What follows belongs to an exercise in optimizing a design on an open flow for small area and a short achievable clock period; a production flow would make more cautious choices.
The RTL was checked by simulation tests, not by an equivalence proof against the original design.
Power figures rest on the tool's default switching activity, not on a simulated workload.

==> flow/design.v <==
`timescale 1ns/1ps
`default_nettype none
module frame_sequencer (
	input  logic        clk,
	input  logic        rst_n,
	input  logic        start,
	input  logic        data_out_rd,
	input  logic [10:0] ip_total,
	output logic        ctrl_load,
	output logic        ctrl_busy,
	output logic        ctrl_advance,
	output logic        ctrl_pop,
	output logic [12:0] hdr_sel,
	output logic        pay_phase,
	output logic        sop,
	output logic        eop,
	output logic        data_out_rdy,
	output logic [1:0]  be_out
);
	logic        state;
	logic [8:0]  word_idx;
	logic [10:0] next_last_sum;
	logic        next_is_last;
	logic        tail_only;
	logic        last_r;
	logic        pop_ok;
	assign ctrl_load    = !state && start;
	assign ctrl_busy    = state;
	assign ctrl_advance = state && data_out_rd;
	assign next_last_sum = ip_total + 11'd9;
	assign next_is_last  = (word_idx == next_last_sum[10:2]);
	assign tail_only = (ip_total[1] == ip_total[0]);
	assign ctrl_pop = data_out_rd && pop_ok;
	always_ff @(posedge clk) begin
		if (ctrl_load) begin
			hdr_sel   <= 13'd1;
			pay_phase <= 1'b0;
			word_idx  <= '0;
		end else if (ctrl_advance) begin
			hdr_sel   <= {hdr_sel[11:0], 1'b0};
			pay_phase <= pay_phase | hdr_sel[12];
			word_idx  <= word_idx + 9'd1;
		end
	end
	always_ff @(posedge clk or negedge rst_n) begin
		if (!rst_n) begin
			state  <= 1'b0;
			last_r <= 1'b0;
			pop_ok <= 1'b0;
		end else if (ctrl_load) begin
			state  <= 1'b1;
			last_r <= 1'b0;
			pop_ok <= 1'b0;
		end else if (ctrl_advance) begin
			state  <= !last_r;
			last_r <= next_is_last;
			pop_ok <= !last_r && (pay_phase | hdr_sel[12]) && !(next_is_last && tail_only);
		end
	end
	assign sop          = state && hdr_sel[0];
	assign eop          = last_r;
	assign be_out       = last_r ? {~ip_total[1], ip_total[0]} : 2'b00;
	assign data_out_rdy = state;
endmodule
`default_nettype wire
`timescale 1ns/1ps
`default_nettype none
module header_builder (
	input  logic        clk,
	input  logic        ctrl_load,
	input  logic        ctrl_advance,
	input  logic [12:0] hdr_sel,
	input  logic [47:0] mac_dst_addr,
	input  logic [47:0] mac_src_addr,
	input  logic [7:0]  ip_dsf,
	input  logic [15:0] ip_id,
	input  logic [2:0]  ip_flags,
	input  logic [12:0] ip_frag_offset,
	input  logic [7:0]  ip_ttl,
	input  logic [31:0] ip_src_addr,
	input  logic [31:0] ip_dst_addr,
	input  logic [15:0] tcp_src_port,
	input  logic [15:0] tcp_dst_port,
	input  logic [31:0] tcp_seq_num,
	input  logic [31:0] tcp_ack_num,
	input  logic [5:0]  tcp_flags,
	input  logic [15:0] tcp_window,
	input  logic [15:0] payload_len,
	input  logic [15:0] payload_sum,
	input  logic [15:0] carry,
	output logic [10:0] ip_total,
	output logic [15:0] hdr_hi,
	output logic [15:0] hdr_lo
);
	localparam logic [15:0] ETHERTYPE = 16'h0800;
	localparam logic [7:0]  IP_PROTO  = 8'd6;
	localparam logic [15:0] TCP_LEN_ADJ = 16'hFFFF - 16'(20 + 20)
		+ 16'(20) + 16'(8'd6);
	logic [47:0] mac_dst_r;
	logic [47:0] mac_src_r;
	logic [7:0]  ip_dsf_r;
	logic [15:0] ip_id_r;
	logic [2:0]  ip_flags_r;
	logic [12:0] ip_frag_r;
	logic [7:0]  ip_ttl_r;
	logic [31:0] ip_src_r;
	logic [31:0] ip_dst_r;
	logic [10:0] ip_total_r;
	logic [15:0] tcp_sport_r;
	logic [15:0] tcp_dport_r;
	logic [31:0] tcp_seq_r;
	logic [31:0] tcp_ack_r;
	logic [5:0]  tcp_flags_r;
	logic [15:0] tcp_window_r;
	logic [15:0] ip_acc;
	logic [15:0] tcp_acc;
	always_ff @(posedge clk) begin
		if (ctrl_load) begin
			mac_dst_r    <= mac_dst_addr;
			mac_src_r    <= mac_src_addr;
			ip_dsf_r     <= ip_dsf;
			ip_id_r      <= ip_id;
			ip_flags_r   <= ip_flags;
			ip_frag_r    <= ip_frag_offset;
			ip_ttl_r     <= ip_ttl;
			ip_src_r     <= ip_src_addr;
			ip_dst_r     <= ip_dst_addr;
			ip_total_r   <= 11'(payload_len + 16'(20 + 20));
			tcp_sport_r  <= tcp_src_port;
			tcp_dport_r  <= tcp_dst_port;
			tcp_seq_r    <= tcp_seq_num;
			tcp_ack_r    <= tcp_ack_num;
			tcp_flags_r  <= tcp_flags;
			tcp_window_r <= tcp_window;
		end
	end
	assign ip_total = ip_total_r;
	logic [15:0] part_hi, part_lo;
	always_comb begin
		part_hi = ({16{hdr_sel[4]}}  & {5'd0, ip_total_r})
		        | ({16{hdr_sel[5]}}  & {ip_flags_r, ip_frag_r})
		        | ({16{hdr_sel[7]}}  & ip_src_r[15:0])
		        | ({16{hdr_sel[8]}}  & ip_dst_r[15:0])
		        | ({16{hdr_sel[9]}}  & tcp_dport_r)
		        | ({16{hdr_sel[10]}} & tcp_seq_r[15:0])
		        | ({16{hdr_sel[11]}} & tcp_ack_r[15:0]);
		part_lo = ({16{hdr_sel[4]}}  & ip_id_r)
		        | ({16{hdr_sel[5]}}  & {ip_ttl_r, IP_PROTO})
		        | ({16{hdr_sel[6]}}  & ip_src_r[31:16])
		        | ({16{hdr_sel[7]}}  & ip_dst_r[31:16])
		        | ({16{hdr_sel[8]}}  & tcp_sport_r)
		        | ({16{hdr_sel[9]}}  & tcp_seq_r[31:16])
		        | ({16{hdr_sel[10]}} & tcp_ack_r[31:16])
		        | ({16{hdr_sel[11]}} & {4'd5, 6'd0, tcp_flags_r});
		hdr_hi = part_hi
		       | ({16{hdr_sel[0]}}  & mac_dst_r[47:32])
		       | ({16{hdr_sel[1]}}  & mac_dst_r[15:0])
		       | ({16{hdr_sel[2]}}  & mac_src_r[31:16])
		       | ({16{hdr_sel[3]}}  & ETHERTYPE)
		       | ({16{hdr_sel[6]}}  & ~ip_acc)
		       | ({16{hdr_sel[12]}} & tcp_window_r);
		hdr_lo = part_lo
		       | ({16{hdr_sel[0]}}  & mac_dst_r[31:16])
		       | ({16{hdr_sel[1]}}  & mac_src_r[47:32])
		       | ({16{hdr_sel[2]}}  & mac_src_r[15:0])
		       | ({16{hdr_sel[3]}}  & {8'h45, ip_dsf_r})
		       | ({16{hdr_sel[12]}} & ~tcp_acc);
	end
	logic        ip_slot;
	logic        tcp_slot;
	logic [15:0] sum_acc, sum_a, sum_b, sum_r;
	assign ip_slot  = hdr_sel[0] | hdr_sel[1] | hdr_sel[4] | hdr_sel[5];
	assign tcp_slot = hdr_sel[2] | hdr_sel[3] | (|hdr_sel[11:6]);
	assign sum_acc = ip_slot ? ip_acc : tcp_acc;
	assign sum_a = ({16{hdr_sel[0]}} & ip_src_r[31:16])
	             | ({16{hdr_sel[1]}} & ip_dst_r[31:16])
	             | ({16{hdr_sel[2]}} & tcp_window_r)
	             | ({16{hdr_sel[3]}} & {5'd0, ip_total_r})
	             | part_hi;
	assign sum_b = ({16{hdr_sel[0]}} & ip_src_r[15:0])
	             | ({16{hdr_sel[1]}} & ip_dst_r[15:0])
	             | ({16{hdr_sel[2]}} & carry)
	             | ({16{hdr_sel[3]}} & TCP_LEN_ADJ)
	             | part_lo;
	oc_adder3 u_add (
		.x (sum_acc),
		.y (sum_a),
		.z (sum_b),
		.r (sum_r)
	);
	always_ff @(posedge clk) begin
		if (ctrl_load)
			ip_acc <= {8'h45, ip_dsf};
		else if (ctrl_advance && ip_slot)
			ip_acc <= sum_r;
	end
	always_ff @(posedge clk) begin
		if (ctrl_load)
			tcp_acc <= payload_sum;
		else if (ctrl_advance && tcp_slot)
			tcp_acc <= sum_r;
	end
endmodule
`default_nettype wire
`default_nettype none
module oc_adder3 (
	input  logic [15:0] x,
	input  logic [15:0] y,
	input  logic [15:0] z,
	output logic [15:0] r
);
	logic [15:0] s, c, g, p;
	logic [15:0] gg [0:4];
	logic [15:0] pp [0:4];
	assign s = x ^ y ^ z;
	assign c = {(x[14:0] & y[14:0]) | (x[14:0] & z[14:0]) | (y[14:0] & z[14:0]),
	            (x[15] & y[15]) | (x[15] & z[15]) | (y[15] & z[15])};
	assign g = s & c;
	assign p = s ^ c;
	assign gg[0] = g;
	assign pp[0] = p;
	for (genvar lv = 0; lv < 4; lv++) begin : g_lv
		for (genvar i = 0; i < 16; i++) begin : g_bit
			if (i & (1 << lv)) begin : g_node
				localparam int J = ((i >> lv) << lv) - 1;
				assign gg[lv+1][i] = gg[lv][i] | (pp[lv][i] & gg[lv][J]);
				assign pp[lv+1][i] = pp[lv][i] & pp[lv][J];
			end else begin : g_pass
				assign gg[lv+1][i] = gg[lv][i];
				assign pp[lv+1][i] = pp[lv][i];
			end
		end
	end
	assign r[0] = p[0] ^ gg[4][15];
	for (genvar i = 1; i < 16; i++) begin : g_sum
		assign r[i] = p[i] ^ (gg[4][i-1] | (pp[4][i-1] & gg[4][15]));
	end
endmodule
`default_nettype wire
`timescale 1ns/1ps
`default_nettype none
module payload_aligner (
	input  logic        clk,
	input  logic        ctrl_load,
	input  logic        ctrl_pop,
	input  logic        pay_phase,
	input  logic [15:0] tcp_urgent_ptr,
	input  logic [15:0] hdr_hi,
	input  logic [15:0] hdr_lo,
	input  logic [31:0] data_in,
	output logic [15:0] carry,
	output logic [31:0] data_out
);
	always_ff @(posedge clk) begin
		if (ctrl_load)
			carry <= tcp_urgent_ptr;
		else if (ctrl_pop)
			carry <= data_in[15:0];
	end
	assign data_out[31:16] = hdr_hi | (pay_phase ? carry : 16'h0000);
	assign data_out[15:0]  = hdr_lo | (pay_phase ? data_in[31:16] : 16'h0000);
endmodule
`default_nettype wire
`timescale 1ns/1ps
`default_nettype none
module frame_tx_top (
	input  logic        clk,
	input  logic        rst_n,
	input  logic        start,
	input  logic [47:0]   mac_dst_addr,
	input  logic [47:0]   mac_src_addr,
	input  logic [7:0]  ip_dsf,
	input  logic [15:0]       ip_id,
	input  logic [2:0]  ip_flags,
	input  logic [12:0] ip_frag_offset,
	input  logic [7:0]  ip_ttl,
	input  logic [31:0]    ip_src_addr,
	input  logic [31:0]    ip_dst_addr,
	input  logic [15:0]       tcp_src_port,
	input  logic [15:0]       tcp_dst_port,
	input  logic [31:0]    tcp_seq_num,
	input  logic [31:0]    tcp_ack_num,
	input  logic [5:0]  tcp_flags,
	input  logic [15:0]       tcp_window,
	input  logic [15:0]       tcp_urgent_ptr,
	input  logic [15:0]        payload_len,
	input  logic [15:0]       payload_sum,
	output logic [31:0]       data_out,
	output logic [1:0]         be_out,
	output logic        data_out_rdy,
	input  logic        data_out_rd,
	output logic        sop,
	output logic        eop,
	input  logic [31:0]       data_in,
	output logic        data_in_rd,
	output logic        busy
);
	logic        ctrl_load;
	logic        ctrl_advance;
	logic        ctrl_pop;
	logic [12:0] hdr_sel;
	logic        pay_phase;
	logic [10:0] ip_total;
	logic [15:0] hdr_hi;
	logic [15:0] hdr_lo;
	logic [15:0] carry;
	frame_sequencer u_seq (
		.clk          (clk),
		.rst_n        (rst_n),
		.start        (start),
		.data_out_rd  (data_out_rd),
		.ip_total     (ip_total),
		.ctrl_load    (ctrl_load),
		.ctrl_busy    (busy),
		.ctrl_advance (ctrl_advance),
		.ctrl_pop     (ctrl_pop),
		.hdr_sel      (hdr_sel),
		.pay_phase    (pay_phase),
		.sop          (sop),
		.eop          (eop),
		.data_out_rdy (data_out_rdy),
		.be_out       (be_out)
	);
	assign data_in_rd = ctrl_pop;
	header_builder u_hdr (
		.clk            (clk),
		.ctrl_load      (ctrl_load),
		.ctrl_advance   (ctrl_advance),
		.hdr_sel        (hdr_sel),
		.mac_dst_addr   (mac_dst_addr),
		.mac_src_addr   (mac_src_addr),
		.ip_dsf         (ip_dsf),
		.ip_id          (ip_id),
		.ip_flags       (ip_flags),
		.ip_frag_offset (ip_frag_offset),
		.ip_ttl         (ip_ttl),
		.ip_src_addr    (ip_src_addr),
		.ip_dst_addr    (ip_dst_addr),
		.tcp_src_port   (tcp_src_port),
		.tcp_dst_port   (tcp_dst_port),
		.tcp_seq_num    (tcp_seq_num),
		.tcp_ack_num    (tcp_ack_num),
		.tcp_flags      (tcp_flags),
		.tcp_window     (tcp_window),
		.payload_len    (payload_len),
		.payload_sum    (payload_sum),
		.carry          (carry),
		.ip_total       (ip_total),
		.hdr_hi         (hdr_hi),
		.hdr_lo         (hdr_lo)
	);
	payload_aligner u_align (
		.clk            (clk),
		.ctrl_load      (ctrl_load),
		.ctrl_pop       (ctrl_pop),
		.pay_phase      (pay_phase),
		.tcp_urgent_ptr (tcp_urgent_ptr),
		.hdr_hi         (hdr_hi),
		.hdr_lo         (hdr_lo),
		.data_in        (data_in),
		.carry          (carry),
		.data_out       (data_out)
	);
endmodule
`default_nettype wire
==> flow/flow/run.sh <==
#!/bin/bash
set -euo pipefail
export BUFFER_PORTS_ARGS="-buffer_cell sky130_fd_sc_hd__buf_1"
export SETUP_SLACK_MARGIN=5.5
export CTS_ARGS="-sink_clustering_enable -repair_clock_nets -buf_list sky130_fd_sc_hd__clkbuf_16 -sink_clustering_size 25 -sink_clustering_max_diameter 100"
bash standard.sh > standard_flow.log 2>&1
==> flow/standard.sh <==
#!/bin/bash
# synth_recipe.tcl (not shown) runs the flow's synth.tcl, then flattens the netlist and writes it again
# the make line also repeats each setting of config.mk as NAME=value (left out here)
make -C /OpenROAD-flow-scripts/flow DESIGN_CONFIG=/design/flow/config.mk WORK_HOME=/design/flow/orfs CLKGATE_MAP_FILE= SYNTH_SCRIPT=/design/flow/synth_recipe.tcl "${@:-finish}"
==> flow/config.mk <==
export PLATFORM = sky130hd
export DESIGN_NAME = frame_tx_top
export DESIGN_NICKNAME = frame_tx_top
export VERILOG_FILES = /design/flow/design.v
export SDC_FILE = /design/flow/constraint.sdc
export NUM_CORES = 4
export LEC_CHECK = 0
export CAP_MARGIN = 20
export CORE_MARGIN = 2
export CORE_UTILIZATION = 50
export PLACE_DENSITY = 0.7
export SLEW_MARGIN = 20
export SYNTH_HIERARCHICAL = 1
==> flow/constraint.sdc <==
create_clock -name core_clock -period 10.0 [get_ports {clk}]
set_input_delay 2.0000 -clock core_clock [delete_from_list [all_inputs] [get_ports {clk}]]
set_output_delay 2.0000 -clock core_clock [all_outputs]
set_load 0.01 [all_outputs]
==> results of run 1 <==
## synth_stat cells, types with 3 or more instances
master	instances	area share
a211oi_1	6	0.0025
a21o_1	35	0.015
a21oi_1	38	0.011
a21oi_2	4	0.0020
a221oi_1	14	0.0069
a222oi_1	53	0.030
a22o_1	19	0.0093
a22oi_1	115	0.048
a31oi_1	3	0.0011
and2_1	3	0.0011
and3_1	28	0.0098
buf_1	9	0.0019
buf_2	12	0.0034
buf_4	3	0.0013
clkbuf_1	51	0.011
dfrtp_1	3	0.0042
dfxtp_1	31	0.035
edfxtp_1	377	0.64
fa_1	17	0.019
ha_1	19	0.013
inv_1	42	0.0089
mux2_2	22	0.014
mux2_4	9	0.0076
mux2i_1	5	0.0028
nand2_1	92	0.019
nand2b_1	13	0.0046
nand3_1	43	0.012
nand4_1	8	0.0028
nand4b_1	3	0.0015
nor2_1	31	0.0065
nor2b_1	4	0.0014
nor3_1	12	0.0034
nor4_1	3	0.0011
o2111ai_1	15	0.0074
o21ai_0	18	0.0051
o21ai_2	3	0.0015
o31ai_1	3	0.0013
xnor2_1	18	0.0089
xor2_1	18	0.0089
## Yosys stat by module, one instance, submodules excluded, excerpt
module,times used,flip-flops and latches,cells inside,area (um^2)
frame_sequencer,1,26,140,1297
payload_aligner,1,16,70,987.2
header_builder,1,369,883,14280
oc_adder3,1,0,145,1239
## layer usage
layer | routed length, um | up-vias | track usage
met4 | 2691 | 2 | 0.1309
met3 | 5361 | 119 | 0.05892
met5 | 12 | - | 0
met2 | 28880 | 747 | 0.5252
met1 | 20430 | 6332 | 0.3608
li1 | - | 5784 | -
## state kept, by name, indices dropped and copies added, names as in the netlist, 32 cells and up
name	flops
u_hdr.mac_dst_r	48
u_hdr.tcp_seq_r	32
u_hdr.ip_src_r	32
u_hdr.ip_dst_r	32
u_hdr.mac_src_r	48
u_hdr.tcp_ack_r	32
## cells in the final DEF (no fill, tap or decap), types with 5 or more instances in the layout
| cell type | instances |
|---|---|
| buf_1 | 441 |
| edfxtp_1 | 377 |
| a22oi_1 | 112 |
| nand2_1 | 91 |
| inv_1 | 55 |
| a222oi_1 | 53 |
| nand3_1 | 42 |
| a21oi_1 | 38 |
| a21o_1 | 34 |
| nor2_1 | 29 |
| buf_4 | 23 |
| mux2_2 | 22 |
| clkbuf_16 | 21 |
| dfxtp_1 | 20 |
| a22o_1 | 19 |
| xnor2_1 | 18 |
| xor2_1 | 18 |
| o21ai_0 | 17 |
| ha_1 | 17 |
| fa_1 | 17 |
| and3_1 | 16 |
| o2111ai_1 | 14 |
| nand2b_1 | 13 |
| nor3_1 | 12 |
| mux2_4 | 9 |
| and3_4 | 8 |
| nand4_1 | 8 |
| a211oi_1 | 6 |
| a221oi_4 | 6 |
| dfxtp_2 | 6 |
| mux2i_1 | 5 |
| buf_6 | 5 |
| dfxtp_4 | 5 |
## kinds of logic (layout without fill, tap and decap cells)
family / Yosys count / after routing / share of synthesized area
compound gates: 344 / 344 / 0.1506
xor+xnor: 36 / 36 / 0.01771
fa+ha+maj: 36 / 36 / 0.03247
buf+inv: 120 / 558 / 0.02853
flops: 411 / 411 / 0.6750
mux: 36 / 36 / 0.02432
other cells: 0 / 3 / 0
simple gates: 255 / 255 / 0.07140
## where the power goes
group,leakage (nW),switching (mW),internal [mW]
clock network,0.337,0.533,0.387
logic,3.21,0.232,0.184
registers,3.69,0.0794,1.93
## layout make-up
| type | instances | area [um^2] | area share |
|---|---|---|---|
| Timing Repair Buffer | 480 | 2079 | 0.09915 |
| Inverter | 42 | 157.7 | 0.007517 |
| Tap cell | 461 | 576.8 | 0.02750 |
| Clock buffer | 21 | 525.5 | 0.02506 |
| Sequential cell | 411 | 12040 | 0.5742 |
| Clock inverter | 15 | 66.31 | 0.003162 |
| Antenna cell | 3 | 7.507 | 0.0003580 |
| Multi-Input combinational cell | 707 | 5517 | 0.2630 |
## worst register-to-register path, stage by stage (launching register included)
cell      delay (ns)
dfxtp_4         0.37
buf_12          0.15
a222oi_1        0.66
and3_4          0.36
nand3_1         0.11
fa_1            0.44
ha_1            0.40
nand2_1         0.17
o21ai_4         0.24
buf_4           0.20
nor2_2          0.05
or3_4           0.40
nor2b_4         0.14
xnor2_1         0.15
mux2_2          0.27
## path summary, 6_finish.rpt
kind	to	slack (ns)
hold reg to reg	u_hdr.ip_acc[15]	0.52
max in group asynchronous	u_seq.state	8.55
setup / recovery	data_out[21]	5.51
setup reg to reg	u_hdr.tcp_acc[12]	5.64
min in group asynchronous	u_seq.pop_ok	1.27
hold / removal	u_hdr.ip_acc[15]	0.52
## through the flow
stage | instance area, um^2 | hold slack, ns | power, mW | worst slack (ns) | utilization
final | 20970 | 0.5180 | 3.345 | 5.512 | 0.5940
after global placement | 19860 | 0.4795 | 2.437 | 4.998 | 0.5625
after global routing | 20970 | 0.5546 | 3.473 | 5.427 | 0.5937
after detailed placement | 19860 | 0.5015 | 2.450 | 4.912 | 0.5625
after CTS | 20780 | 0.5252 | 3.359 | 5.453 | 0.5886
after floorplan | 17830 | 0.4594 | 2.261 | 5.504 | -
## what timing repair did
| action | CTS | global route |
|---|---|---|
| buffers inserted | 8 | 8 |
| hold buffers | 0 | 0 |
| pin swaps | 5 | 11 |
| endpoints found under the setup margin | 59 | 36 |
| resized for setup | 51 | 28 |
| gates cloned | 2 | 0 |
==> notes.md, run 1 <==
Status = complete, no violations
Synth Instances = 1238
WHS Path Cells = 2
Critical path's largest stage delay = 0.65 ns
Layout fillers = 2817
Synth warn = 12
Initial Util = 0.5042
DRT Pass-1 Iters = 8
Mapped Area = 17800 um^2
Buf+Inv Stages, Crit Path = 2
Seq cells post-synth = 411
Post-synth EDFFs = 377
Leak pwr = 7.233 nW
Nets@finish = 2108
Core Region = 35310 um^2
Worst clock skew = 0.02607 ns
Pin count of the biggest net entering global routing = 161
R2R Path Start = u_seq.hdr_sel[9]
Die width = 192.7 um
CP top delay family = compound AO/OA/AOI/OAI gates
Clock Sinks = 411
Final slew viol count = 0
WL final = 57380 um
Clock transition at the registers of the reported paths = 0.11 ns
Vias in the first global route = 12630
RSZ-0062 raised after global routing = yes
Prevailing post-synth register cell = edfxtp_1
Setup violators final = 0
Crit path depth = 6
GRT Resource Usage Total = 0.3004
CP Max Fanout = 11
Drt wl/cell = 26.81 um
Type of the worst setup path = reg2out
Layout area overhead = 17.80%
Die area = 37130 um^2
CTS tree = done
DRC = 0
Initial antenna violation count = 3
Vias per cell = 6.067
Final min period = 4.488 ns
# IOs = 449
Maximum vdd drop = 164.6 uV
Critical path arrival = 2.49 ns
Share of cells above drive strength 1 = 0.09606
CP Capture Type = primary output
Detailed-route via count = 12980
Yosys cell types = 68
Seq/Total Area, Yosys = 0.6750
Global-route congestion overflow total = 0
Final hold violations = 0
Critical Path Source = u_seq.hdr_sel[9]
Post-route antenna net violation count = 0
First-pass GRT wire length = 79970 um
Dpl cells = 2083
Die height = 192.7 um
Non-Filler Instances = 2140
Post-DP HPWL = 40860 um
Clock Tree Root = clkbuf_16
Ys async rst share = 0.007299
Fin crit share = 0.4488
Cell Pwr Density = 159.5 nW/um^2
HP Start = u_hdr.ip_acc[15]
Worst-Margin Slew = 1.087 ns
Peak Freq = 222.8 MHz
Reg2Reg Depth = 14
Rows = 69
Initial drt markers = 1315
Fin Setup TNS = 0 ns
Worst path slowest cell = a222oi_1
Normalized max-slew margin = 0.2755
Inserted Clock Buffers = 20
CP Launch Type = flip-flop
Min-delay worst type = reg2reg
Input/output buffers = 443
GP Congestion = 0.9035
CP Cell Sequence = buf_12 > a222oi_1 > and3_4 > nand3_2 > a21o_1 > buf_2
Clock latency (worst-skew pair) = 0.55 ns
CTS Buffer Depth = 3
Max_cap viols = 0
Required @ worst endpoint = 8.00 ns
Syn nets = 1684
Mean Syn Cell Area = 14.38 um^2
H-tree Lvls = 1
==> run 2, diff against run 1 <==
--- a/flow/design.v
+++ b/flow/design.v
@@ -96,7 +96,8 @@
 	localparam logic [7:0]  IP_PROTO  = 8'd6;
 	localparam logic [15:0] TCP_LEN_ADJ = 16'hFFFF - 16'(20 + 20)
 		+ 16'(20) + 16'(8'd6);
-	logic [47:0] mac_dst_r;
+	logic [31:0] mac_dst_r;
+	logic [15:0] mac_hi_ip_acc;
 	logic [47:0] mac_src_r;
 	logic [7:0]  ip_dsf_r;
 	logic [15:0] ip_id_r;
@@ -112,11 +113,10 @@
 	logic [31:0] tcp_ack_r;
 	logic [5:0]  tcp_flags_r;
 	logic [15:0] tcp_window_r;
-	logic [15:0] ip_acc;
 	logic [15:0] tcp_acc;
 	always_ff @(posedge clk) begin
 		if (ctrl_load) begin
-			mac_dst_r    <= mac_dst_addr;
+			mac_dst_r    <= mac_dst_addr[31:0];
 			mac_src_r    <= mac_src_addr;
 			ip_dsf_r     <= ip_dsf;
 			ip_id_r      <= ip_id;
@@ -153,11 +153,11 @@
 		        | ({16{hdr_sel[10]}} & tcp_ack_r[31:16])
 		        | ({16{hdr_sel[11]}} & {4'd5, 6'd0, tcp_flags_r});
 		hdr_hi = part_hi
-		       | ({16{hdr_sel[0]}}  & mac_dst_r[47:32])
+		       | ({16{hdr_sel[0]}}  & mac_hi_ip_acc)
 		       | ({16{hdr_sel[1]}}  & mac_dst_r[15:0])
 		       | ({16{hdr_sel[2]}}  & mac_src_r[31:16])
 		       | ({16{hdr_sel[3]}}  & ETHERTYPE)
-		       | ({16{hdr_sel[6]}}  & ~ip_acc)
+		       | ({16{hdr_sel[6]}}  & ~mac_hi_ip_acc)
 		       | ({16{hdr_sel[12]}} & tcp_window_r);
 		hdr_lo = part_lo
 		       | ({16{hdr_sel[0]}}  & mac_dst_r[31:16])
@@ -171,7 +171,9 @@
 	logic [15:0] sum_acc, sum_a, sum_b, sum_r;
 	assign ip_slot  = hdr_sel[0] | hdr_sel[1] | hdr_sel[4] | hdr_sel[5];
 	assign tcp_slot = hdr_sel[2] | hdr_sel[3] | (|hdr_sel[11:6]);
-	assign sum_acc = ip_slot ? ip_acc : tcp_acc;
+	assign sum_acc = ({16{hdr_sel[0]}} & {8'h45, ip_dsf_r})
+	               | ({16{hdr_sel[1] | hdr_sel[4] | hdr_sel[5]}} & mac_hi_ip_acc)
+	               | ({16{!ip_slot}} & tcp_acc);
 	assign sum_a = ({16{hdr_sel[0]}} & ip_src_r[31:16])
 	             | ({16{hdr_sel[1]}} & ip_dst_r[31:16])
 	             | ({16{hdr_sel[2]}} & tcp_window_r)
@@ -190,9 +192,9 @@
 	);
 	always_ff @(posedge clk) begin
 		if (ctrl_load)
-			ip_acc <= {8'h45, ip_dsf};
+			mac_hi_ip_acc <= mac_dst_addr[47:32];
 		else if (ctrl_advance && ip_slot)
-			ip_acc <= sum_r;
+			mac_hi_ip_acc <= sum_r;
 	end
 	always_ff @(posedge clk) begin
 		if (ctrl_load)
--- a/flow/config.mk
+++ b/flow/config.mk
@@ -7,7 +7,7 @@
 export LEC_CHECK = 0
 export CAP_MARGIN = 20
 export CORE_MARGIN = 2
-export CORE_UTILIZATION = 50
-export PLACE_DENSITY = 0.7
+export CORE_UTILIZATION = 60
+export PLACE_DENSITY = 0.8
 export SLEW_MARGIN = 20
 export SYNTH_HIERARCHICAL = 1
==> run 2 against run 1 <==
- combinational power is 4% higher
- power fell by 4.3%
- highest routed layer unchanged
- still clean on timing, DRC and antenna
- largest power group unchanged
- fmax is 1.1% lower
==> notes.md, run 2 <==
Status = complete, no violations (unchanged)
Net Sw Frac = 0.2548 (was 0.2526)
Synth Instances = 1237 (was 1238)
Commonest non-fill, non-tap cell in the layout = buf_1 (unchanged)
Vias in the first global route = 12890 (was 12630)
# IOs = 449 (unchanged)
Nets@finish = 2095 (was 2108)
CTS Buffer Depth = 3 (unchanged)
Maximum vdd drop = 144.6 uV (was 164.6 uV)
Clock Sinks = 395 (was 411)
Initial drt markers = 1924 (was 1315)
Clock latency (worst-skew pair) = 0.54 ns (was 0.55 ns)
Vias per cell = 6.412 (was 6.067)
CTS Hold Bufs = 0 (unchanged)
Critical path's largest stage delay = 0.73 ns (was 0.65 ns)
Syn nets = 1683 (was 1684)
Required @ worst endpoint = 8.00 ns (about the same)
CP Capture Type = primary output (unchanged)
Logic pwr share = 0.135 (was 0.124)
Core Region = 28700 um^2 (was 35310 um^2)
Commonest cells in the synthesized netlist = 369 x edfxtp_1, 124 x nand2_1, 107 x a22oi_1 (was 377 x edfxtp_1, 115 x a22oi_1, 92 x nand2_1)
Mean Syn Cell Area = 14.10 um^2 (was 14.38 um^2)
Fin Setup TNS = 0 ns (unchanged)
Detailed-route via count = 13130 (was 12980)
WL final = 54430 um (was 57380 um)
Post-DP HPWL = 37720 um (was 40860 um)
Commonest cells after routing, fill and taps aside = 442 x buf_1, 369 x edfxtp_1, 124 x nand2_1 (was 441 x buf_1, 377 x edfxtp_1, 112 x a22oi_1)
Worst clock skew = 0.01531 ns (was 0.02607 ns)
Reg2Reg Depth = 14 (unchanged)
Clock power frac = 0.267 (was 0.275)
Drt wl/cell = 26.58 um (was 26.81 um)
Yosys cell types = 70 (was 68)
Input/output buffers = 443 (unchanged)
Post-synth EDFFs = 369 (was 377)
Pin count of the biggest net entering global routing = 183 (was 161)
Min-delay worst type = reg2reg (unchanged)
Type of the worst setup path = reg2out (unchanged)
Placed Area = 19370 um^2 (was 19860 um^2)
Seq cells post-synth = 395 (was 411)
CP Launch Type = flip-flop (unchanged)
Critical path arrival = 2.54 ns (was 2.49 ns)
Most flop-heavy register = u_hdr.mac_src_r
RSZ-0062 raised after global routing = yes (unchanged)
P_int = 2.386 mW (was 2.500 mW)
Normalized max-slew margin = 0.2831 (was 0.2755)
Synth warn = 12 (unchanged)
CP Cell Sequence = buf_12 > a222oi_1 > and3_4 > nand3_4 > a21o_1 > buf_2 (was buf_12 > a222oi_1 > and3_4 > nand3_2 > a21o_1 > buf_2)
Design area = 20220 um^2 (was 20970 um^2)
Inserted Clock Buffers = 19 (was 20)
Worst-Margin Slew = 1.075 ns (was 1.087 ns)
Die width = 174.5 um (was 192.7 um)
CTS tree = done (unchanged)
Die area = 30450 um^2 (was 37130 um^2)
GRT Resource Usage Total = 0.3475 (was 0.3004)
Layout area overhead = 15.89% (was 17.80%)
Critical Path Source = u_seq.hdr_sel[4] (was u_seq.hdr_sel[9])
Clock Tree Root = clkbuf_16 (unchanged)
Final hold violations = 0 (unchanged)
Final min period = 4.537 ns (was 4.488 ns)
Peak Freq = 220.4 MHz (was 222.8 MHz)
R2R Path Start = u_seq.hdr_sel[4] (was u_seq.hdr_sel[9])
CP Max Fanout = 6 (was 11)
Share of cells above drive strength 1 = 0.06980 (was 0.09606)
Setup violators final = 0 (unchanged)
Ys async rst share = 0.007595 (was 0.007299)
Most common cell in the netlist = edfxtp_1 (unchanged)
Max_cap viols = 0 (unchanged)
Area share of the largest cell type after synthesis = 0.6352 (was 0.6359)
Global-route congestion overflow total = 0 (unchanged)
GP Congestion = 0.9341 (was 0.9035)
Prevailing post-synth register cell = edfxtp_1 (unchanged)
Die height = 174.5 um (was 192.7 um)
Reg2reg end = u_hdr.mac_hi_ip_acc[1] (was u_hdr.tcp_acc[12])
Setup crit end = data_out[3] (was data_out[21])
Layout fillers = 2008 (was 2817)
Mapped Area = 17440 um^2 (was 17800 um^2)
Flop-to-flop setup slack = 5.67 ns (was 5.64 ns)
Cell Pwr Density = 158.4 nW/um^2 (was 159.5 nW/um^2)
Worst path slowest cell = a222oi_1 (unchanged)
Clock transition at the registers of the reported paths = 0.10 ns (was 0.11 ns)
H-tree Lvls = 1 (unchanged)
Psw = 816.0 uW (was 845.0 uW)
Leak pwr = 6.995 nW (was 7.233 nW)
Share of total power in sequential cells = 0.598 (was 0.600)
Rows = 62 (was 69)
Yosys top cell by area = edfxtp_1 (unchanged)
Seq/Total Area, Yosys = 0.6659 (was 0.6750)
DRC = 0 (unchanged)
Post-route antenna net violation count = 0 (unchanged)
Initial antenna violation count = 5 (was 3)
First-pass GRT wire length = 78060 um (was 79970 um)
Initial Util = 0.6078 (was 0.5042)
Top post-synthesis cells by area = edfxtp_1 64%, a22oi_1 4.6%, a222oi_1 3.0% (was edfxtp_1 64%, a22oi_1 4.8%, dfxtp_1 3.5%)
Fin crit share = 0.4537 (was 0.4488)
DRT Pass-1 Iters = 13 (was 8)
Final slew viol count = 0 (unchanged)
Max reg flops = 48
==> run 2: changes by cell type after synthesis, moves of 7 or more <==
cell,change
nand2_1,+32
mux2_2,-15
inv_1,-11
mux2i_1,+11
nor2_1,-11
a221o_1,+8
a22oi_1,-8
dfxtp_1,-8
edfxtp_1,-8
nand2b_1,+8
nand3b_1,+7
o21ai_0,-7
==> run 2: area by class of cell <==
| type | instances | area [um^2] | share of cell area |
|---|---|---|---|
| clock buffer | 19 | 475.5 | 0.02352 |
| multi-input combinational | 733 | 5464 | 0.2703 |
| inverter | 31 | 116.4 | 0.005756 |
| antenna | 2 | 5.005 | 0.0002476 |
| tap | 384 | 480.5 | 0.02377 |
| clock inverter | 15 | 63.81 | 0.003156 |
| sequential | 395 | 11640 | 0.5760 |
| timing repair buffer | 469 | 1967 | 0.09729 |
==> run 2: worst min-delay path by stage <==
stage	startpoint	to	slack, ns	cells past startpoint
finish	u_seq.word_idx[7]	u_seq.word_idx[7]	0.53	2
global route	u_seq.word_idx[7]	u_seq.word_idx[7]	0.58	2
CTS	u_seq.word_idx[7]	u_seq.word_idx[7]	0.53	2
detailed placement	u_seq.word_idx[7]	u_seq.word_idx[7]	0.51	2
global placement	u_seq.word_idx[7]	u_seq.word_idx[7]	0.50	2
floorplan	u_seq.hdr_sel[0]	u_seq.hdr_sel[0]	0.46	1
==> run 2: worst max-delay path, delay by kind of cell, from the launching register on <==
family          cells  cell delay (ns)
buf+inv             2             0.27
compound gates      2             0.90
simple gates        2             0.46
flops               1             0.37
==> run 2: cell families after synthesis <==
family,after synthesis,share of synthesized area
flip-flops,395,0.6659
AO/OA/AOI/OAI,325,0.1477
AND/OR/NAND/NOR,306,0.08708
buffers and inverters,109,0.02769
adder cells (fa/ha/maj),36,0.03314
XOR/XNOR,34,0.01707
multiplexers,32,0.02145
==> run 2: repair_timing <==
item,CTS,global route
setup endpoints to repair,56,35
gates resized for setup,22,32
setup buffers,1,10
pin swaps,3,6
cloned,0,1
==> run 2: power by group through the flow <==
stage | combinational, mW | sequential, mW | clock, mW
2_1_floorplan | 0.275 | 1.91 | 0
3_3_place_gp | 0.405 | 1.95 | 0
3_5_place_dp | 0.419 | 1.95 | 0
4_1_cts | 0.423 | 1.91 | 0.862
5_1_grt | 0.475 | 1.92 | 0.917
6_report | 0.431 | 1.91 | 0.856
==> run 2: Yosys stat by module, one instance, submodules excluded, excerpt <==
module / copies in the design / cell area [um^2] / flip-flops and latches
payload_aligner: 1 / 987.2 / 16
header_builder: 1 / 13950 / 353
oc_adder3: 1 / 1239 / 0
frame_sequencer: 1 / 1272 / 26
==> run 2: routing by layer <==
| layer | up-vias | wire length, um | global-route usage |
|---|---|---|---|
| li1 | 5730 | - | - |
| met1 | 6352 | 19380 | 0.4422 |
| met2 | 918 | 26560 | 0.5888 |
| met3 | 126 | 5841 | 0.06343 |
| met4 | 6 | 2611 | 0.1503 |
| met5 | - | 34 | 0 |
==> run 2: stage by stage <==
step	std cells	utilization	setup WS, ns	total power, mW	hold WS (ns)
floorplan	1237	-	5.627	2.184	0.4616
global placement	2000	0.6750	5.157	2.355	0.4981
CTS	2035	0.6961	5.353	3.198	0.5256
detailed placement	2000	0.6750	5.103	2.370	0.5106
finish	2048	0.7044	5.463	3.202	0.5335
global route	2046	0.7042	5.415	3.308	0.5810
==> run 3, diff against run 2 <==
--- a/flow/config.mk
+++ b/flow/config.mk
@@ -7,7 +7,6 @@
 export LEC_CHECK = 0
 export CAP_MARGIN = 20
 export CORE_MARGIN = 2
-export CORE_UTILIZATION = 60
-export PLACE_DENSITY = 0.8
+export CORE_UTILIZATION = 40
 export SLEW_MARGIN = 20
 export SYNTH_HIERARCHICAL = 1
==> run 3 against run 2 <==
- global-route usage fell by 10 points
- cell area is 1.5% higher
- synthesized cell count unchanged
- flip-flop and latch count did not move
- hold slack worse by 0.0016 ns
- critical endpoint is now data_out[29]
==> notes.md, run 3 <==
Status = complete, no violations (unchanged)
HP Start = u_seq.word_idx[7] (unchanged)
WHS Path Cells = 2 (unchanged)
Post-synth EDFFs = 369 (unchanged)
Syn nets = 1683 (unchanged)
CP Launch Type = flip-flop (unchanged)
CTS Hold Bufs = 0 (unchanged)
Setup violators final = 0 (unchanged)
Design area = 20520 um^2 (was 20220 um^2)
Most common cell in the netlist = edfxtp_1 (unchanged)
CTS Buffer Depth = 3 (unchanged)
Max_cap viols = 0 (unchanged)
CTS tree = done (unchanged)
Placed Area = 19640 um^2 (was 19370 um^2)
Layout area overhead = 17.61% (was 15.89%)
Net Sw Frac = 0.2651 (was 0.2548)
Clock Tree Root = clkbuf_16 (unchanged)
Cell Pwr Density = 161.4 nW/um^2 (was 158.4 nW/um^2)
Inserted Clock Buffers = 21 (was 19)
Commonest non-fill, non-tap cell in the layout = buf_1 (unchanged)
Fin crit share = 0.4458 (was 0.4537)
Commonest cells after routing, fill and taps aside = 443 x buf_1, 369 x edfxtp_1, 124 x nand2_1 (was 442 x buf_1, 369 x edfxtp_1, 124 x nand2_1)
Die height = 212.8 um (was 174.5 um)
Normalized max-slew margin = 0.2779 (was 0.2831)
Clock Sinks = 395 (unchanged)
Prevailing post-synth register cell = edfxtp_1 (unchanged)
Logic pwr share = 0.131 (was 0.135)
Max reg flops = 48 (unchanged)
Synth warn = 12 (unchanged)
Fin Setup TNS = 0 ns (unchanged)
Synth Instances = 1237 (unchanged)
P_int = 2.434 mW (was 2.386 mW)
Vias per cell = 5.722 (was 6.412)
Clock transition at the registers of the reported paths = 0.10 ns (about the same)
Nets@finish = 2090 (was 2095)
Hold Path Sink = u_seq.word_idx[7] (unchanged)
Seq/Total Area, Yosys = 0.6659 (unchanged)
R2R Path Start = u_seq.hdr_sel[1] (was u_seq.hdr_sel[4])
Final min period = 4.458 ns (was 4.537 ns)
Initial drt markers = 1576 (was 1924)
DRT Pass-1 Iters = 7 (was 13)
Detailed-route via count = 12890 (was 13130)
Critical path arrival = 2.46 ns (was 2.54 ns)
Die area = 45300 um^2 (was 30450 um^2)
Reg2Reg Depth = 13 (was 14)
Hold WS = 0.5320 ns (was 0.5335 ns)
Mean Syn Cell Area = 14.10 um^2 (unchanged)
Mapped Area = 17440 um^2 (unchanged)
Min-delay worst type = reg2reg (unchanged)
Worst clock skew = 0.02566 ns (was 0.01531 ns)
RSZ-0062 raised after global routing = yes (unchanged)
Leak pwr = 7.003 nW (was 6.995 nW)
Initial Util = 0.4050 (was 0.6078)
CP Capture Type = primary output (unchanged)
Global-route congestion overflow total = 0 (unchanged)
Required @ worst endpoint = 8.00 ns (about the same)
Yosys cell types = 70 (unchanged)
Top post-synthesis cells by area = edfxtp_1 64%, a22oi_1 4.6%, a222oi_1 3.0% (unchanged)
Area share of the largest cell type after synthesis = 0.6352 (unchanged)
Share of cells above drive strength 1 = 0.06936 (was 0.06980)
Yosys top cell by area = edfxtp_1 (unchanged)
Post-DP HPWL = 41420 um (was 37720 um)
Initial antenna violation count = 10 (was 5)
Pin count of the biggest net entering global routing = 139 (was 183)
Post-route antenna net violation count = 0 (unchanged)
GP Congestion = 0.8822 (was 0.9341)
Input/output buffers = 443 (unchanged)
Peak Freq = 224.3 MHz (was 220.4 MHz)
DRC = 0 (unchanged)
GRT Resource Usage Total = 0.2468 (was 0.3475)
Final slew viol count = 0 (unchanged)
# IOs = 449 (unchanged)
H-tree Lvls = 1 (unchanged)
Die width = 212.8 um (was 174.5 um)
Rows = 76 (was 62)
Type of the worst setup path = reg2out (unchanged)
Flop-to-flop setup slack = 5.61 ns (was 5.67 ns)
Ys async rst share = 0.007595 (unchanged)
Commonest cells in the synthesized netlist = 369 x edfxtp_1, 124 x nand2_1, 107 x a22oi_1 (unchanged)
Psw = 878.2 uW (was 816.0 uW)
Drt wl/cell = 26.07 um (was 26.58 um)
Clock latency (worst-skew pair) = 0.56 ns (was 0.54 ns)
First-pass GRT wire length = 80980 um (was 78060 um)
Share of total power in sequential cells = 0.579 (was 0.598)
Seq cells post-synth = 395 (unchanged)
Core Region = 43080 um^2 (was 28700 um^2)
Most flop-heavy register = u_hdr.mac_src_r (unchanged)
CP Max Fanout = 49 (was 6)
Vias in the first global route = 12420 (was 12890)
Reg2reg end = u_hdr.tcp_acc[0] (was u_hdr.mac_hi_ip_acc[1])
Clock power frac = 0.290 (was 0.267)
Final hold violations = 0 (unchanged)
Maximum vdd drop = 131.1 uV (was 144.6 uV)
Worst-Margin Slew = 1.083 ns (was 1.075 ns)
WL final = 58740 um (was 54430 um)
[run 3: worst max-delay path by stage]
stage	to	slack, ns	depth (start not counted)	start
2_1_floorplan	u_align.carry[0]	5.63	5	start
4_1_cts	data_out[8]	5.51	7	u_seq.hdr_sel[4]
5_1_grt	u_hdr.tcp_acc[0]	5.45	14	u_seq.hdr_sel[5]
6_report	data_out[29]	5.54	5	u_seq.hdr_sel[1]
3_5_place_dp	u_hdr.tcp_acc[0]	4.66	14	u_seq.hdr_sel[5]
3_3_place_gp	u_hdr.mac_hi_ip_acc[0]	4.72	14	u_seq.hdr_sel[5]
[run 3: what timing repair did]
action                                  CTS  global route
pin swaps                                 3             7
resized for setup                        27            23
setup buffers                             0             2
endpoints found under the setup margin   64            26
[run 3: modules after synthesis, one instance, submodules excluded, excerpt]
module / copies in the design / flops+latches / cells inside
payload_aligner: 1 / 16 / 70
frame_sequencer: 1 / 26 / 135
header_builder: 1 / 353 / 887
oc_adder3: 1 / 0 / 145
[run 3: cell type report]
| type | instances | area (um^2) |
|---|---|---|
| Antenna cell | 10 | 25.02 |
| Inverter | 31 | 116.4 |
| Multi-Input combinational cell | 733 | 5465 |
| Clock inverter | 16 | 108.9 |
| Timing Repair Buffer | 462 | 1898 |
| Sequential cell | 395 | 11640 |
| Fill cell | 3899 | 22560 |
| Tap cell | 585 | 732.0 |
| Clock buffer | 21 | 525.5 |
[run 3: per-layer routing]
metal,vias up,GRT usage,wire (um)
met2,701,0.3994,28000
met4,4,0.05908,1157
met5,-,0,34
met3,59,0.04368,5043
met1,6390,0.3464,24510
li1,5738,-,-
[run 3: worst max-delay path, stage by stage, from the launching register on]
cell	delay [ns]
dfxtp_2	0.50
buf_8	0.31
a222oi_1	0.58
nand3_1	0.15
a21o_1	0.21
buf_1	0.14
[run 3: power groups by stage]
| stage | Sequential (mW) | Combinational [mW] | Clock, mW |
|---|---|---|---|
| after floorplan | 1.91 | 0.275 | 0 |
| after global placement | 1.95 | 0.420 | 0 |
| after detailed placement | 1.95 | 0.427 | 0 |
| after CTS | 1.91 | 0.432 | 0.978 |
| after global routing | 1.92 | 0.480 | 1.03 |
| final | 1.92 | 0.435 | 0.960 |
[run 3: cell families (layout without fill, tap and decap cells)]
kind of cell,Yosys count,in the layout,synth area share
and+or+nand+nor,306,306,0.08708
buffers and inverters,109,530,0.02769
DFF,395,395,0.6659
AOI/OAI and AO/OA,325,325,0.1477
xor gates and xnor gates,34,34,0.01707
other,0,10,0
muxes,32,32,0.02145
adders and majority gates,36,36,0.03314
[run 3: through the flow]
stage	util	total power, mW	worst slack, ns	std cells
5_1_grt	0.4760	3.429	5.448	2249
6_report	0.4763	3.312	5.542	2253
3_5_place_dp	0.4560	2.380	4.663	2204
4_1_cts	0.4725	3.324	5.514	2241
3_3_place_gp	0.4559	2.371	4.718	2204
2_1_floorplan	-	2.184	5.627	1237
==> run 4, diff against run 3 <==
--- a/flow/config.mk
+++ b/flow/config.mk
@@ -7,6 +7,7 @@
 export LEC_CHECK = 0
 export CAP_MARGIN = 20
 export CORE_MARGIN = 2
-export CORE_UTILIZATION = 40
+export CORE_UTILIZATION = 50
+export PLACE_DENSITY = 0.7
 export SLEW_MARGIN = 20
 export SYNTH_HIERARCHICAL = 1
==> run 4 against run 3 <==
- register-to-register slack worse by 0.07 ns
- synthesized area did not move
- final cell count shrank 6.2%
- sequential share of layout area rose by 0.86 points
- die area decreased by 20%
- fmax fell by 0.14%
- clock skew fell by 0.010 ns
- power fell by 3.1%
- count of clock-buffer cells in the layout shrank 2
- first-iteration DRC count increased by 19%
- setup slack worse by 0.0063 ns
- combinational power shrank 0.9%
- largest power group unchanged
- highest routed layer unchanged
==> notes.md, run 4 <==
Status = complete, no violations (unchanged)
CP Launch Type = flip-flop (unchanged)
Die area = 36400 um^2 (was 45300 um^2)
Fin crit share = 0.4465 (was 0.4458)
Post-DP HPWL = 38830 um (was 41420 um)
Required @ worst endpoint = 8.00 ns (about the same)
Die width = 190.8 um (was 212.8 um)
Reg2reg end = u_hdr.mac_hi_ip_acc[1] (was u_hdr.tcp_acc[0])
Prevailing post-synth register cell = edfxtp_1 (unchanged)
WL final = 56260 um (was 58740 um)
Fin Setup TNS = 0 ns (unchanged)
Max reg flops = 48 (unchanged)
Die height = 190.8 um (was 212.8 um)
Final hold violations = 0 (unchanged)
GP Congestion = 0.8909 (was 0.8822)
Flop-to-flop setup slack = 5.54 ns (was 5.61 ns)
Mean Syn Cell Area = 14.10 um^2 (unchanged)
Worst path slowest cell = dfxtp_2 (was a222oi_1)
Leak pwr = 6.955 nW (was 7.003 nW)
Detailed-route via count = 13010 (was 12890)
Share of cells above drive strength 1 = 0.06292 (was 0.06936)
Mapped Area = 17440 um^2 (unchanged)
Sequential cell area = 11640 um^2 (about the same)
Initial Util = 0.5062 (was 0.4050)
Initial antenna violation count = 6 (was 10)
Pin count of the biggest net entering global routing = 185 (was 139)
Rows = 68 (was 76)
R2R Path Start = u_seq.hdr_sel[1] (unchanged)
Input/output buffers = 443 (unchanged)
Clock Tree Root = clkbuf_16 (unchanged)
Max_cap viols = 0 (unchanged)
Most flop-heavy register = u_hdr.mac_src_r (unchanged)
Vias per cell = 6.158 (was 5.722)
Cell Pwr Density = 159.0 nW/um^2 (was 161.4 nW/um^2)
Most common cell in the netlist = edfxtp_1 (unchanged)
Commonest cells in the synthesized netlist = 369 x edfxtp_1, 124 x nand2_1, 107 x a22oi_1 (unchanged)
DRT Pass-1 Iters = 11 (was 7)
Inserted Clock Buffers = 19 (was 21)
Commonest cells after routing, fill and taps aside = 443 x buf_1, 369 x edfxtp_1, 124 x nand2_1 (unchanged)
Seq cells post-synth = 395 (unchanged)
DRC = 0 (unchanged)
Clock transition at the registers of the reported paths = 0.10 ns (about the same)
H-tree Lvls = 1 (unchanged)
Core Region = 34460 um^2 (was 43080 um^2)
Vias in the first global route = 12480 (was 12420)
RSZ-0062 raised after global routing = yes (unchanged)
Reg2Reg Depth = 13 (unchanged)
Top post-synthesis cells by area = edfxtp_1 64%, a22oi_1 4.6%, a222oi_1 3.0% (unchanged)
Yosys top cell by area = edfxtp_1 (unchanged)
GRT Resource Usage Total = 0.2973 (was 0.2468)
Critical Path Source = u_seq.hdr_sel[7] (was u_seq.hdr_sel[1])
Peak Freq = 224.0 MHz (was 224.3 MHz)
Setup violators final = 0 (unchanged)
Worst-Margin Slew = 1.113 ns (was 1.083 ns)
Post-route antenna net violation count = 0 (unchanged)
Clock latency (worst-skew pair) = 0.54 ns (was 0.56 ns)
Critical path's largest stage delay = 0.45 ns (was 0.58 ns)
CTS tree = done (unchanged)
CP Capture Type = primary output (unchanged)
Layout area overhead = 15.79% (was 17.61%)
Commonest non-fill, non-tap cell in the layout = buf_1 (unchanged)
Min-delay worst type = reg2reg (unchanged)
Drt wl/cell = 26.63 um (was 26.07 um)
Global-route congestion overflow total = 0 (unchanged)
Multi-input logic area = 5428 um^2 (was 5465 um^2)
Maximum vdd drop = 128.3 uV (was 131.1 uV)
Area share of the largest cell type after synthesis = 0.6352 (unchanged)
# IOs = 449 (unchanged)
Worst clock skew = 0.01544 ns (was 0.02566 ns)
Synth Instances = 1237 (unchanged)
CP Cell Sequence = buf_6 > a222oi_1 > and3_4 > nand3_2 > a21o_1 > buf_1 (was buf_8 > a222oi_1 > nand3_1 > a21o_1 > buf_1)
First-pass GRT wire length = 78400 um (was 80980 um)
Type of the worst setup path = reg2out (unchanged)
Synth warn = 12 (unchanged)
Setup crit end = data_out[17] (was data_out[29])
Nets@finish = 2086 (was 2090)
Syn nets = 1683 (unchanged)
Ys async rst share = 0.007595 (unchanged)
Post-synth EDFFs = 369 (unchanged)
Yosys cell types = 70 (unchanged)
Critical path arrival = 2.46 ns (about the same)
Clock Sinks = 395 (unchanged)
Final min period = 4.465 ns (was 4.458 ns)
Layout fillers = 2824 (was 3899)
Seq/Total Area, Yosys = 0.6659 (unchanged)
CP Max Fanout = 26 (was 49)
Design area = 20200 um^2 (was 20520 um^2)
CTS Buffer Depth = 3 (unchanged)
Final slew viol count = 0 (unchanged)
Normalized max-slew margin = 0.2581 (was 0.2779)
Initial drt markers = 1877 (was 1576)
Placed Area = 19460 um^2 (was 19640 um^2)
[run 4: cell counts after synthesis]
No cell type changed its count.
[run 4: worst min-delay path by stage]
stage | from | end | slack, ns | cells past startpoint
floorplan | u_seq.hdr_sel[0] | u_seq.hdr_sel[0] | 0.46 | 1
global placement | u_seq.word_idx[7] | u_seq.word_idx[7] | 0.50 | 2
detailed placement | u_seq.word_idx[7] | u_seq.word_idx[7] | 0.52 | 2
CTS | u_seq.word_idx[7] | u_seq.word_idx[7] | 0.54 | 2
global route | u_seq.word_idx[7] | u_seq.word_idx[7] | 0.57 | 2
finish | u_seq.word_idx[7] | u_seq.word_idx[7] | 0.53 | 2
[run 4: Yosys stat by module, one instance, submodules excluded, a selection]
module	flip-flops and latches	cells inside	times used	area, um^2
header_builder	353	887	1	13950
payload_aligner	16	70	1	987.2
frame_sequencer	26	135	1	1272
oc_adder3	0	145	1	1239
[run 4: logic make-up (layout without fill, tap and decap cells)]
family | Yosys count | after routing | synth area share
compound gates | 325 | 325 | 0.1477
simple gates | 306 | 306 | 0.08708
other cells | 0 | 5 | 0
xor+xnor | 34 | 34 | 0.01707
mux | 32 | 32 | 0.02145
buf+inv | 109 | 525 | 0.02769
fa+ha+maj | 36 | 36 | 0.03314
flops | 395 | 395 | 0.6659
[run 4: routing by layer]
| layer | GRT usage | vias to the layer above | share of wire |
|---|---|---|---|
| met5 | 0 | - | 0.00076 |
| met4 | 0.1049 | 6 | 0.035 |
| met3 | 0.07674 | 115 | 0.11 |
| met2 | 0.4631 | 859 | 0.46 |
| met1 | 0.4054 | 6315 | 0.39 |
| li1 | - | 5716 | - |
[run 4: through the flow]
step | cells | hold WS (ns) | setup WS, ns | util | power [mW]
after floorplan | 1237 | 0.4616 | 5.627 | - | 2.184
after global placement | 2071 | 0.4999 | 5.261 | 0.5647 | 2.365
after detailed placement | 2071 | 0.5207 | 5.113 | 0.5647 | 2.378
after CTS | 2105 | 0.5366 | 5.518 | 0.5822 | 3.213
after global routing | 2110 | 0.5735 | 5.457 | 0.5859 | 3.326
final | 2113 | 0.5337 | 5.535 | 0.5862 | 3.211
[run 4: timing repair]
action,CTS,global route
setup endpoints to repair,52,21
gates resized for setup,20,19
hold buffers,0,0
pin swaps,2,5
buffers inserted,0,3
[run 4: where the power goes]
part	switching, mW	internal [mW]	total (mW)
Clock	0.509	0.353	0.861
Sequential	0.0683	1.85	1.92
Combinational	0.249	0.182	0.431
[run 4: final cells by class]
class / count / area share
multi-input cells: 733 / 0.2687
clock buffers: 19 / 0.02354
clock inverters: 15 / 0.003159
inverters: 31 / 0.005761
diodes: 5 / 0.0006195
repair buffers: 460 / 0.09379
flip-flops and latches: 395 / 0.5762
well taps: 455 / 0.02819
[run 4: critical path: cells and delay by family (launching register included)]
family,cells,cell delay (ns)
AO/OA/AOI/OAI,2,0.59
AND/OR/NAND/NOR,2,0.48
flip-flops,1,0.45
buffers and inverters,2,0.41
==> run 5, diff against run 4 <==
--- a/flow/design.v
+++ b/flow/design.v
@@ -6,6 +6,7 @@
 	input  logic        start,
 	input  logic        data_out_rd,
 	input  logic [10:0] ip_total,
+	input  logic [8:0]  word_cnt,
 	output logic        ctrl_load,
 	output logic        ctrl_busy,
 	output logic        ctrl_advance,
@@ -18,7 +19,6 @@
 	output logic [1:0]  be_out
 );
 	logic        state;
-	logic [8:0]  word_idx;
 	logic [10:0] next_last_sum;
 	logic        next_is_last;
 	logic        tail_only;
@@ -28,18 +28,16 @@
 	assign ctrl_busy    = state;
 	assign ctrl_advance = state && data_out_rd;
 	assign next_last_sum = ip_total + 11'd9;
-	assign next_is_last  = (word_idx == next_last_sum[10:2]);
+	assign next_is_last  = (pay_phase || hdr_sel[12]) && (word_cnt == next_last_sum[10:2]);
 	assign tail_only = (ip_total[1] == ip_total[0]);
 	assign ctrl_pop = data_out_rd && pop_ok;
 	always_ff @(posedge clk) begin
 		if (ctrl_load) begin
 			hdr_sel   <= 13'd1;
 			pay_phase <= 1'b0;
-			word_idx  <= '0;
 		end else if (ctrl_advance) begin
 			hdr_sel   <= {hdr_sel[11:0], 1'b0};
 			pay_phase <= pay_phase | hdr_sel[12];
-			word_idx  <= word_idx + 9'd1;
 		end
 	end
 	always_ff @(posedge clk or negedge rst_n) begin
@@ -89,6 +87,7 @@
 	input  logic [15:0] payload_sum,
 	input  logic [15:0] carry,
 	output logic [10:0] ip_total,
+	output logic [8:0]  word_cnt,
 	output logic [15:0] hdr_hi,
 	output logic [15:0] hdr_lo
 );
@@ -116,7 +115,6 @@
 	logic [15:0] tcp_acc;
 	always_ff @(posedge clk) begin
 		if (ctrl_load) begin
-			mac_dst_r    <= mac_dst_addr[31:0];
 			mac_src_r    <= mac_src_addr;
 			ip_dsf_r     <= ip_dsf;
 			ip_id_r      <= ip_id;
@@ -135,6 +133,15 @@
 		end
 	end
 	assign ip_total = ip_total_r;
+	always_ff @(posedge clk) begin
+		if (ctrl_load)
+			mac_dst_r <= mac_dst_addr[31:0];
+		else if (ctrl_advance && hdr_sel[1])
+			mac_dst_r[8:0] <= 9'd2;
+		else if (ctrl_advance && !hdr_sel[0])
+			mac_dst_r[8:0] <= mac_dst_r[8:0] + 9'd1;
+	end
+	assign word_cnt = mac_dst_r[8:0];
 	logic [15:0] part_hi, part_lo;
 	always_comb begin
 		part_hi = ({16{hdr_sel[4]}}  & {5'd0, ip_total_r})
@@ -303,6 +310,7 @@
 	logic [12:0] hdr_sel;
 	logic        pay_phase;
 	logic [10:0] ip_total;
+	logic [8:0]  word_cnt;
 	logic [15:0] hdr_hi;
 	logic [15:0] hdr_lo;
 	logic [15:0] carry;
@@ -312,6 +320,7 @@
 		.start        (start),
 		.data_out_rd  (data_out_rd),
 		.ip_total     (ip_total),
+		.word_cnt     (word_cnt),
 		.ctrl_load    (ctrl_load),
 		.ctrl_busy    (busy),
 		.ctrl_advance (ctrl_advance),
@@ -348,6 +357,7 @@
 		.payload_sum    (payload_sum),
 		.carry          (carry),
 		.ip_total       (ip_total),
+		.word_cnt       (word_cnt),
 		.hdr_hi         (hdr_hi),
 		.hdr_lo         (hdr_lo)
 	);
--- a/flow/config.mk
+++ b/flow/config.mk
@@ -11,3 +11,4 @@
 export PLACE_DENSITY = 0.7
 export SLEW_MARGIN = 20
 export SYNTH_HIERARCHICAL = 1
+export TNS_END_PERCENT = 10
==> run 5 against run 4 <==
- power decreased by 7.6%
- final cell count increased by 0.24%
- critical path depth shrank 3
- fmax decreased by 1.8%
- largest power group unchanged
==> notes.md, run 5 <==
Inserted Clock Buffers = 19 (unchanged)
Synth warn = 12 (unchanged)
Seq cells post-synth = 386 (was 395)
Max reg flops = 48 (unchanged)
CTS Hold Bufs = 0 (unchanged)
Final slew viol count = 0 (unchanged)
Clock transition at the registers of the reported paths = 0.10 ns (about the same)
Initial Util = 0.5054 (was 0.5062)
Layout area overhead = 15.51% (was 15.79%)
GP Congestion = 0.9419 (was 0.8909)
Mapped Area = 17410 um^2 (was 17440 um^2)
Nets@finish = 2090 (was 2086)
Yosys top cell by area = edfxtp_1 (unchanged)
Global-route congestion overflow total = 0 (unchanged)
Die width = 190.6 um (was 190.8 um)
GRT Resource Usage Total = 0.2991 (was 0.2973)
Drt wl/cell = 26.55 um (was 26.63 um)
H-tree Lvls = 1 (unchanged)
CTS Buffer Depth = 3 (unchanged)
First-pass GRT wire length = 78990 um (was 78400 um)
Initial antenna violation count = 4 (was 6)
Gr busiest metal = met2 (unchanged)
Maximum vdd drop = 157.1 uV (was 128.3 uV)
CP Capture Type = primary output (unchanged)
Fin crit share = 0.4548 (was 0.4465)
Reg2reg end = u_hdr.mac_hi_ip_acc[1] (unchanged)
Yosys cell types = 70 (unchanged)
Required @ worst endpoint = 8.00 ns (about the same)
Initial drt markers = 1685 (was 1877)
GR Layer Usage met3 = 0.05962 (was 0.07674)
Final min period = 4.548 ns (was 4.465 ns)
Commonest non-fill, non-tap cell in the layout = buf_1 (unchanged)
Worst clock skew = 0.04035 ns (was 0.01544 ns)
Worst-Margin Slew = 1.071 ns (was 1.113 ns)
Sequential cell area = 11450 um^2 (was 11640 um^2)
Peak Freq = 219.9 MHz (was 224.0 MHz)
DRT Pass-1 Iters = 9 (was 11)
Mean Syn Cell Area = 13.95 um^2 (was 14.10 um^2)
WL final = 56240 um (was 56260 um)
Pin count of the biggest net entering global routing = 172 (was 185)
Syn nets = 1694 (was 1683)
Status = complete, no violations (unchanged)
Top post-synthesis cells by area = edfxtp_1 64%, a22oi_1 4.6%, a222oi_1 3.0% (unchanged)
Commonest cells in the synthesized netlist = 369 x edfxtp_1, 132 x nand2_1, 107 x a22oi_1 (was 369 x edfxtp_1, 124 x nand2_1, 107 x a22oi_1)
Final hold violations = 0 (unchanged)
GR Util met2 = 0.4606 (was 0.4631)
WHS Path Cells = 1 (was 2)
DRC = 0 (unchanged)
HP Start = u_seq.hdr_sel[11] (was u_seq.word_idx[7])
Die height = 190.6 um (was 190.8 um)
Leak pwr = 6.878 nW (was 6.955 nW)
Reg2Reg Depth = 13 (unchanged)
Clock latency (worst-skew pair) = 0.56 ns (was 0.54 ns)
# IOs = 449 (unchanged)
Flop-to-flop setup slack = 5.64 ns (was 5.54 ns)
Fin Setup TNS = 0 ns (unchanged)
Prevailing post-synth register cell = edfxtp_1 (unchanged)
Post-Route Utilization = 0.5838 (was 0.5862)
RSZ-0062 raised after global routing = yes (unchanged)
Most common cell in the netlist = edfxtp_1 (unchanged)
Design area = 20120 um^2 (was 20200 um^2)
Placed Area = 19380 um^2 (was 19460 um^2)
Cell Pwr Density = 147.5 nW/um^2 (was 159.0 nW/um^2)
Commonest cells after routing, fill and taps aside = 443 x buf_1, 369 x edfxtp_1, 132 x nand2_1 (was 443 x buf_1, 369 x edfxtp_1, 124 x nand2_1)
Max_cap viols = 0 (unchanged)
Multi-input logic area = 5529 um^2 (was 5428 um^2)
Type of the worst setup path = in2out (was reg2out)
Detailed-route via count = 13060 (was 13010)
Met1 Track Usage GR = 0.4425 (was 0.4054)
Post-synth EDFFs = 369 (unchanged)
Clock Tree Root = clkbuf_16 (unchanged)
Vias per cell = 6.166 (was 6.158)
CP Launch Type = input port (was flip-flop)
Hold Path Sink = u_seq.hdr_sel[12] (was u_seq.word_idx[7])
Post-DP HPWL = 40870 um (was 38830 um)
Vias in the first global route = 12310 (was 12480)
Share of cells above drive strength 1 = 0.06216 (was 0.06292)
Setup violators final = 0 (unchanged)
Seq/Total Area, Yosys = 0.6567 (was 0.6659)
CP Max Fanout = 4 (was 26)
Rows = 68 (unchanged)
Most flop-heavy register = u_hdr.mac_src_r (unchanged)
Synth Instances = 1248 (was 1237)
Area share of the largest cell type after synthesis = 0.6363 (was 0.6352)
Layout fillers = 2796 (was 2824)
R2R Path Start = u_seq.hdr_sel[4] (was u_seq.hdr_sel[1])
Die area = 36340 um^2 (was 36400 um^2)
Core Region = 34460 um^2 (unchanged)
Normalized max-slew margin = 0.2837 (was 0.2581)
Hold WS = 0.5198 ns (was 0.5337 ns)
CTS tree = done (unchanged)
Post-route antenna net violation count = 0 (unchanged)
Critical path arrival = 2.55 ns (was 2.46 ns)
Input/output buffers = 443 (unchanged)
Min-delay worst type = reg2reg (unchanged)
Clock Sinks = 386 (was 395)
Ys async rst share = 0.007772 (was 0.007595)
Design Power = 2.967 mW (was 3.211 mW)
-- run 5: cell count changes in the layout (fill, tap and decap cells not counted), moves of 6 or more --
cell     previous run  this run
nor2_1             19        11
nor3_1             17        10
nand2_1           124       132
dfxtp_1            13         7
nand3_1            43        52
-- run 5: logic make-up after synthesis --
logic type | synth area share
compound gates | 0.1529
xor+xnor | 0.01811
fa+ha+maj | 0.03319
buf+inv | 0.03341
flops | 0.6567
mux | 0.02270
simple gates | 0.08299
-- run 5: area by class of cell --
class                   count  area share
clock inverters            15    0.004665
clock buffers              19     0.02364
multi-input cells         738      0.2749
repair buffers            462     0.09168
well taps                 455     0.02830
diodes                      6   0.0007464
inverters                  37    0.006904
flip-flops and latches    386      0.5692
-- run 5: repair_timing --
action	CTS	global route
buffers inserted	0	1
gates cloned	0	1
setup endpoints to repair	49	32
pin swaps	0	6
resized for setup	15	26
hold endpoints to repair	0	0
-- run 5: modules after synthesis (local to each module, per instance), a selection --
module / flip-flops and latches / cells
header_builder: 353 / 938
frame_sequencer: 17 / 109
payload_aligner: 16 / 70
oc_adder3: 0 / 131
-- run 5: where the power goes --
part,switching [mW],total (mW),leakage [nW],internal (mW)
sequential,0.0186,1.81,3.48,1.79
combinational,0.162,0.273,3.08,0.111
clock,0.506,0.886,0.320,0.379
total,0.687,2.97,6.88,2.28
-- run 5: metal layers --
layer	vias up	share of wire
met5	-	0.00052
met4	4	0.021
met3	68	0.12
met2	830	0.45
met1	6413	0.41
li1	5744	-
-- run 5: through the flow --
| stage | setup WS [ns] | cells |
|---|---|---|
| 2_1_floorplan | 2.274 | 1248 |
| 3_3_place_gp | 4.863 | 2076 |
| 3_5_place_dp | 4.790 | 2076 |
| 4_1_cts | 5.399 | 2110 |
| 5_1_grt | 5.442 | 2114 |
| 6_report | 5.452 | 2118 |
-- run 5: critical path: stages --
cell	delay (ns)
buf_1	0.18
and2_1	0.18
buf_1	0.18
-- run 5: how the worst max path moves through the flow --
stage                             end             start
2_1_floorplan        u_seq.hdr_sel[6]             start
3_3_place_gp         u_hdr.tcp_acc[1]  u_seq.hdr_sel[5]
3_5_place_dp   u_hdr.mac_hi_ip_acc[1]  u_seq.hdr_sel[5]
4_1_cts                   data_out[8]  u_seq.hdr_sel[4]
5_1_grt                    data_in_rd       data_out_rd
6_report                   data_in_rd       data_out_rd

## static timing again, ports no longer ideal
The results above use ideal ports. As a check the final layouts listed here were re-extracted and re-timed, cells and wires unchanged.
Step 1, drivers: a clkbuf_16 drives clk and a buf_2 each remaining input, both assumed.
Step 2 times the ports against the registers' clock, not the clock port: input delays grow and output delays shrink by t, the midpoint of the rising clock arrivals with the driver on.
Three values: no drivers, after step 1, after step 2; two values: the first two.
| run | t, ns | setup slack, ns | worst hold slack (ns) | clock arrival spread, ns | pins driven straight from the clock port |
|---|---|---|---|---|---|
| run 1 | 0.593 | 5.512 / 5.457 / 5.531 | 0.518 / 0.518 / 0.518 | 0.028 / 0.028 | 1 |
| run 2 | 0.589 | 5.463 / 5.412 / 5.124 | 0.534 / 0.534 / 0.534 | 0.019 / 0.019 | 1 |
| run 3 | 0.599 | 5.542 / 5.487 / 5.210 | 0.532 / 0.532 / 0.532 | 0.025 / 0.025 | 1 |
| run 4 | 0.583 | 5.535 / 5.486 / 5.497 | 0.534 / 0.534 / 0.534 | 0.018 / 0.019 | 1 |
| run 5 | 0.597 | 5.452 / 5.431 / 5.140 | 0.520 / 0.520 / 0.520 | 0.041 / 0.040 | 1 |
After both steps every run listed still meets setup and hold. For run 2, which loses most, drivers alone change the setup slack by -0.051 ns; drivers and shift together by -0.339 ns.
